Source: an optimization exercise on an open RTL-to-GDS flow (aim: small area). Production flows keep margins and buffers that such runs may drop.
Only simulation tests tie the RTL to the original design; equivalence was not proved.
No activity file was given, so power comes from the tool's default toggle rates. No driver is modelled on the clock port, so clocking that relies on it looks cheaper here than on a real chip.

==> inputs of job 5837 <==
==> flow/design.v (excerpt) <==
module weight_sram_top (
   input  logic          clk,
   input  logic          rst,
   input  logic          csb,
   input  logic          wsb,
   input  logic [7:0]    wmask,
   input  logic [127:0]  wdata,
   input  logic [3:0]    waddr,
   input  logic [3:0]    raddr,
   input  logic          burst_start,
   input  logic [3:0]    burst_base,
   input  logic [4:0]    burst_len,
   output logic [127:0]  rdata,
   output logic          rvalid,
   output logic          burst_busy,
   output logic          burst_done
);
==> module sram_nand2, before the edit <==
module sram_nand2 (
   input  logic a, b,
   output logic y
);
   assign y = ~(a & b);
endmodule
==> module sram_a211o, before the edit <==
module sram_a211o (
   input  logic a1, a2, b, c,
   output logic y
);
   assign y = (a1 & a2) | b | c;
endmodule
==> module sram_rd_pipe, before the edit <==
module sram_rd_pipe (
   input  logic          clk,
   input  logic          rst,
   input  logic [15:0]   sel_i,       
   input  logic          done_i,      
   input  logic [2047:0] mem_i,       
   output logic          rvalid_o,
   output logic          done_o,
   output logic [127:0]  rdata_o
);
   logic [15:0]  sel;
   logic         hold;
   logic [127:0] rd_next;
   assign sel  = {16{~rst}} & sel_i;
   assign hold = ~rst & ~(|sel_i);
   for (genvar b = 0; b < 128; b++) begin : g_bit
      logic [5:0] t;
      logic       p, q;
      for (genvar g = 0; g < 5; g++) begin : g_aoi
         sram_aoi222 u_aoi (
            .a0 (sel[3*g]),     .b0 (mem_i[128*(3*g)     + b]),
            .a1 (sel[3*g + 1]), .b1 (mem_i[128*(3*g + 1) + b]),
            .a2 (sel[3*g + 2]), .b2 (mem_i[128*(3*g + 2) + b]),
            .y  (t[g])
         );
      end
      sram_nand2  u_n15 (.a(sel[15]), .b(mem_i[128*15 + b]), .y(t[5]));
      sram_nand3  u_p   (.a(t[0]), .b(t[1]), .c(t[2]), .y(p));
      sram_nand3  u_q   (.a(t[3]), .b(t[4]), .c(t[5]), .y(q));
      sram_a211o  u_o   (.a1(hold), .a2(rdata_o[b]), .b(p), .c(q), .y(rd_next[b]));
   end
   always_ff @(posedge clk) begin
      rdata_o  <= rd_next;
      rvalid_o <= ~rst & (|sel_i);
      done_o   <= ~rst & done_i;
   end
endmodule
==> module sram_nor2, before the edit <==
module sram_nor2 (
   input  logic a, b,
   output logic y
);
   assign y = ~(a | b);
endmodule
==> module sram_weight_stream, before the edit <==
module sram_weight_stream (
   input  logic          clk,
   input  logic          rst,
   input  logic          csb,
   input  logic          wsb,
   input  logic [7:0]    wmask,
   input  logic [127:0]  wdata,
   input  logic [3:0]    waddr,
   input  logic [3:0]    raddr,
   input  logic          burst_start,
   input  logic [3:0]    burst_base,
   input  logic [4:0]    burst_len,
   output logic [127:0]  rdata,
   output logic          rvalid,
   output logic          burst_busy,
   output logic          burst_done
);
   logic [2047:0] mem_q;
   logic          wr_en;
   logic [15:0]   wword_n;
   logic [7:0]    wlane_n;
   assign wr_en   = ~csb & ~wsb;
   assign wlane_n = ~wmask;
   for (genvar w = 0; w < 16; w++) begin : g_word
      assign wword_n[w] = ~(wr_en & (waddr == 4'(w)));
      for (genvar l = 0; l < 8; l++) begin : g_lane
         logic we;
         sram_nor2 u_we (.a(wword_n[w]), .b(wlane_n[l]), .y(we));
         always_ff @(posedge clk) begin
            if (we) begin
               mem_q[128*w + 16*l +: 16] <= wdata[16*l +: 16];
            end
         end
      end
   end
   logic       busy_q, burst_q;
   logic [3:0] addr_q;
   logic [4:0] cnt_q;
   logic       last_c, empty_done_c, rd_en;
   assign last_c       = burst_q & (cnt_q == 5'd1);
   assign empty_done_c = ~busy_q & burst_start & (burst_len == 5'd0);
   assign rd_en        = burst_q | (~csb & ~busy_q);
   always_ff @(posedge clk) begin
      if (rst) begin
         busy_q  <= 1'b0;
         burst_q <= 1'b0;
      end else if (!busy_q) begin
         busy_q  <= burst_start & (burst_len != 5'd0);
         burst_q <= burst_start & (burst_len != 5'd0);
      end else if (burst_q) begin
         burst_q <= ~last_c;
      end else if (burst_done) begin
         busy_q  <= 1'b0;
      end
   end
   always_ff @(posedge clk) begin
      if (!busy_q) begin
         addr_q <= burst_base;
         cnt_q  <= burst_len;
      end else begin
         addr_q <= addr_q + 4'd1;
         cnt_q  <= cnt_q - 5'd1;
      end
   end
   logic        rlast_q;
   logic [3:0]  rd_addr;
   logic [15:0] rsel_q;
   assign rd_addr = burst_q ? addr_q : raddr;
   always_ff @(posedge clk) begin
      rlast_q <= ~rst & last_c;
      for (int w = 0; w < 16; w++) begin
         rsel_q[w] <= ~rst & rd_en & (rd_addr == 4'(w));
      end
   end
   sram_rd_pipe u_rd_pipe (
      .clk      (clk),
      .rst      (rst),
      .sel_i    (rsel_q),
      .done_i   (rlast_q | empty_done_c),
      .mem_i    (mem_q),
      .rvalid_o (rvalid),
      .done_o   (burst_done),
      .rdata_o  (rdata)
   );
   assign burst_busy = busy_q;
endmodule
clock: 5.0 ns
lec_check: 0
cap_margin: 20
core_margin: 2
core_utilization: 40
slew_margin: 20
synth_hierarchical: 1
run.sh (not shown) runs the stock make flow with config.mk's settings and CLKGATE_MAP_FILE= SYNTH_SCRIPT=/design/flow/synth_recipe.tcl, a recipe that flattens the netlist after the stock synthesis.
==> job 9866: changes against job 5837 <==
--- a/flow/design.v
+++ b/flow/design.v
@@ -14,7 +14,7 @@
 endmodule
-module sram_nand2 (
-   input  logic a, b,
+module sram_aoi221 (
+   input  logic a1, a2, b1, b2, c,
    output logic y
 );
-   assign y = ~(a & b);
+   assign y = ~((a1 & a2) | (b1 & b2) | c);
 endmodule
@@ -25,8 +25,2 @@
    assign y = ~(a & b & c);
-endmodule
-module sram_a211o (
-   input  logic a1, a2, b, c,
-   output logic y
-);
-   assign y = (a1 & a2) | b | c;
 endmodule
@@ -49,3 +43,3 @@
       logic [5:0] t;
-      logic       p, q;
+      logic       p;
       for (genvar g = 0; g < 5; g++) begin : g_aoi
@@ -58,6 +52,10 @@
       end
-      sram_nand2  u_n15 (.a(sel[15]), .b(mem_i[128*15 + b]), .y(t[5]));
-      sram_nand3  u_p   (.a(t[0]), .b(t[1]), .c(t[2]), .y(p));
-      sram_nand3  u_q   (.a(t[3]), .b(t[4]), .c(t[5]), .y(q));
-      sram_a211o  u_o   (.a1(hold), .a2(rdata_o[b]), .b(p), .c(q), .y(rd_next[b]));
+      sram_nand3  u_p (.a(t[0]), .b(t[1]), .c(t[2]), .y(p));
+      sram_aoi221 u_h (
+         .a1 (sel[15]), .a2 (mem_i[128*15 + b]),
+         .b1 (hold),    .b2 (rdata_o[b]),
+         .c  (p),
+         .y  (t[5])
+      );
+      sram_nand3  u_o (.a(t[3]), .b(t[4]), .c(t[5]), .y(rd_next[b]));
    end
@@ -69,3 +67,3 @@
 endmodule
-module sram_nor2 (
+module sram_and2 (
    input  logic a, b,
@@ -73,3 +71,3 @@
 );
-   assign y = ~(a | b);
+   assign y = a & b;
 endmodule
@@ -94,11 +92,9 @@
    logic          wr_en;
-   logic [15:0]   wword_n;
-   logic [7:0]    wlane_n;
-   assign wr_en   = ~csb & ~wsb;
-   assign wlane_n = ~wmask;
+   logic [15:0]   wword;
+   assign wr_en = ~csb & ~wsb;
    for (genvar w = 0; w < 16; w++) begin : g_word
-      assign wword_n[w] = ~(wr_en & (waddr == 4'(w)));
+      assign wword[w] = wr_en & (waddr == 4'(w));
       for (genvar l = 0; l < 8; l++) begin : g_lane
          logic we;
-         sram_nor2 u_we (.a(wword_n[w]), .b(wlane_n[l]), .y(we));
+         sram_and2 u_we (.a(wword[w]), .b(wmask[l]), .y(we));
          always_ff @(posedge clk) begin
==> flow/flow/run.sh (new file) <==
#!/bin/bash
# Layout flow: the standard ORFS flow (standard.sh, standard synthesis
# unchanged) with three changes to how the layout is made:
#  - before floorplan, each combinational cell is sized down to the smallest
#    cell of its family (flow/downsize.tcl); the flow's own repair sizes cells
#    back up where timing, slew or capacitance need it,
#  - port buffers are sky130_fd_sc_hd__buf_1 (buffer_ports otherwise picks a
#    delay cell),
#  - clock tree synthesis inserts no dummy loads and clusters up to 30 sinks
#    within 80 um per leaf buffer.
# The full output of the flow goes to flow_run.log in the work folder; ORFS
# keeps each step's own log under orfs/logs/.
set -euo pipefail
here="$(cd "$(dirname "${BASH_SOURCE[0]}")" && pwd)"
export PRE_FLOORPLAN_TCL="$here/downsize.tcl"
export BUFFER_PORTS_ARGS="-buffer_cell sky130_fd_sc_hd__buf_1"
export CTS_ARGS="-sink_clustering_enable -repair_clock_nets -dont_use_dummy_load -sink_clustering_size 30 -sink_clustering_max_diameter 80"
bash standard.sh finish > flow_run.log 2>&1
==> flow/flow/downsize.tcl (new file) <==
# Size each combinational cell down to the smallest-area cell of its family
# (same sky130 base name, other drive strength). Timing repair later in the
# flow sizes cells back up where a path or a slew needs it.
proc my_downsize {} {
  set swapped 0
  set saved 0.0
  foreach inst [get_cells *] {
    set m [get_property $inst ref_name]
    if {![regexp {^(sky130_fd_sc_hd__[a-z0-9]+)_[0-9]+$} $m -> base]} { continue }
    # Registers keep their cells; so do clock, delay, tie and physical cells.
    if {[regexp {__(e?s?df|s?edf|dl|dfb|dfr|dfs|sdf)} $base]} { continue }
    if {[regexp {(fill|tap|decap|conb|diode|dly|clk)} $base]} { continue }
    set lc [get_lib_cells */$m]
    set best $m
    set best_area [get_property $lc area]
    foreach c [get_lib_cells */${base}_*] {
      set n [get_property $c name]
      if {![regexp "^${base}_\[0-9\]+\$" $n]} { continue }
      if {[get_property $c dont_use]} { continue }
      set a [get_property $c area]
      if {$a < $best_area} { set best $n; set best_area $a }
    }
    if {$best ne $m} {
      set saved [expr {$saved + [get_property $lc area] - $best_area}]
      replace_cell $inst $best
      incr swapped
    }
  }
  puts "my_downsize: resized $swapped cells down, [format %.1f $saved] um2 less"
}
my_downsize
==> flow/standard.sh (new file) <==
#!/bin/bash
# synth_recipe.tcl (not shown) runs the flow's synth.tcl, then flattens the netlist and writes it again
# the make line also repeats each setting of config.mk as NAME=value (left out here)
make -C /OpenROAD-flow-scripts/flow DESIGN_CONFIG=/design/flow/config.mk WORK_HOME=/design/flow/orfs CLKGATE_MAP_FILE= SYNTH_SCRIPT=/design/flow/synth_recipe.tcl "${@:-finish}"
--- a/flow/config.mk
+++ b/flow/config.mk
@@ -7,6 +7,7 @@
 export LEC_CHECK = 0
-export CAP_MARGIN = 20
+export CAP_MARGIN = 5
 export CORE_MARGIN = 2
-export CORE_UTILIZATION = 40
-export SLEW_MARGIN = 20
+export CORE_UTILIZATION = 65
+export PLACE_DENSITY = 0.75
+export SLEW_MARGIN = 5
 export SYNTH_HIERARCHICAL = 1
removed: flow/run.sh
==> job 3499: changes against job 5837 <==
==> flow/flow/run.sh (new file) <==
#!/bin/bash
# Layout flow: the standard ORFS flow (standard.sh, standard synthesis
# unchanged) with three changes to how the layout is made:
#  - port buffers are sky130_fd_sc_hd__buf_1 (buffer_ports otherwise picks a
#    delay cell),
#  - clock tree synthesis inserts no dummy loads,
#  - after global routing, cells on paths with positive slack may be sized down
#    (RECOVER_POWER).
# The full output of the flow goes to flow_run.log in the work folder; ORFS
# keeps each step's own log under orfs/logs/.
set -euo pipefail
export BUFFER_PORTS_ARGS="-buffer_cell sky130_fd_sc_hd__buf_1"
export CTS_ARGS="-sink_clustering_enable -repair_clock_nets -dont_use_dummy_load -sink_clustering_size 30 -buf_list {sky130_fd_sc_hd__clkbuf_4 sky130_fd_sc_hd__clkbuf_8}"
export RECOVER_POWER=100
bash standard.sh finish > flow_run.log 2>&1
==> flow/standard.sh (new file) <==
#!/bin/bash
# synth_recipe.tcl (not shown) runs the flow's synth.tcl, then flattens the netlist and writes it again
# the make line also repeats each setting of config.mk as NAME=value (left out here)
make -C /OpenROAD-flow-scripts/flow DESIGN_CONFIG=/design/flow/config.mk WORK_HOME=/design/flow/orfs CLKGATE_MAP_FILE= SYNTH_SCRIPT=/design/flow/synth_recipe.tcl "${@:-finish}"
--- a/flow/config.mk
+++ b/flow/config.mk
@@ -7,6 +7,9 @@
 export LEC_CHECK = 0
-export CAP_MARGIN = 20
+export CAP_MARGIN = 10
 export CORE_MARGIN = 2
 export CORE_UTILIZATION = 40
-export SLEW_MARGIN = 20
+export CTS_BUF_LIST = sky130_fd_sc_hd__clkbuf_4 sky130_fd_sc_hd__clkbuf_8
+export CTS_CLUSTER_SIZE = 30
+export GPL_TIMING_DRIVEN = 0
+export SLEW_MARGIN = 10
 export SYNTH_HIERARCHICAL = 1
removed: flow/run.sh
==> run summary <==
Run status: job 3499 failed layout checks; job 9866 finished clean; job 5837 finished clean
Violated checks: job 3499 max-capacitance violations, max-slew violations; job 9866 -; job 5837 -
Synth Area per Inst: job 3499 20.8 sq um; job 9866 -; job 5837 20.8 sq um
Endpoint of the most critical setup path: job 3499 u_sram.mem_q[1948]; job 9866 u_sram.mem_q[642]; job 5837 u_sram.mem_q[107]
Inserted Diodes: job 3499 15; job 9866 19; job 5837 14
Most frequently used flop master after synthesis: job 3499 edfxtp_1; job 9866 -; job 5837 edfxtp_1
Cell chosen for the clock root: job 3499 clkbuf_8; job 9866 clkbuf_16; job 5837 clkbuf_16
Kind of path behind the tightest hold check: job 3499 primary input to flip-flop; job 9866 flip-flop to flip-flop; job 5837 flip-flop to flip-flop
Total power: job 3499 34,200 uW; job 9866 29,800 uW; job 5837 37,800 uW
Utilization after layout: job 3499 46.6%; job 9866 71.4%; job 5837 48.2%
Share of the cycle needed by the critical path after routing: job 3499 89.2%; job 9866 65.4%; job 5837 74.6%
Routed length on met2: job 3499 102 mm; job 9866 90.3 mm; job 5837 103 mm
Part of the Yosys area used for sequential elements: job 3499 85.9%; job 9866 -; job 5837 85.9%
WHS Endpoint: job 3499 u_sram.addr_q[0]; job 9866 u_sram.u_rd_pipe.rdata_o[20]; job 5837 u_sram.u_rd_pipe.rdata_o[124]
Largest buffer count on any clock path: job 3499 4; job 9866 3; job 5837 3
Net switching fraction of the power: job 3499 20.7%; job 9866 19.9%; job 5837 20.3%
Die span in y: job 3499 438 um; job 9866 344 um; job 5837 438 um
Clock group share of total power: job 3499 36.4%; job 9866 27.1%; job 5837 41.8%
Count of cell types in the netlist: job 3499 38; job 9866 -; job 5837 38
Total die area: job 3499 192,000 sq um; job 9866 118,000 sq um; job 5837 192,000 sq um

-- port drivers added, routing unchanged --
Ports are ideal in the flow. The routed layouts listed here were re-timed in OpenROAD.
Step 1 sets driving cells, clkbuf_16 on the clock port and buf_2 on the other inputs (assumed; they add their load-dependent delay and slew).
Step 2 adds t to the input delays and takes it off the output delays; t is the mean of the earliest and latest rising clock arrival at the registers after step 1. Input paths then give back, and output paths get back, about the clock's delay inside the block.
Three values: ideal ports, drivers, drivers and shift; two values: the first two.
| run | t, ns | slack for setup (ns) | worst data-port slew with drivers (ns) | cell pins on the clock port's net |
|---|---|---|---|---|
| job 5837 | 0.903 | 1.272 / 1.324 / 0.421 | 0.17 | 1 |
| job 9866 | 0.759 | 1.728 / 1.784 / 1.025 | 0.20 | 1 |
| job 3499 | 1.074 | 0.541 / 0.587 / -0.487 | 0.19 | 1 |
The setup slack of job 3499, which loses most, moves by +0.046 ns with the drivers and by -1.028 ns with both steps.
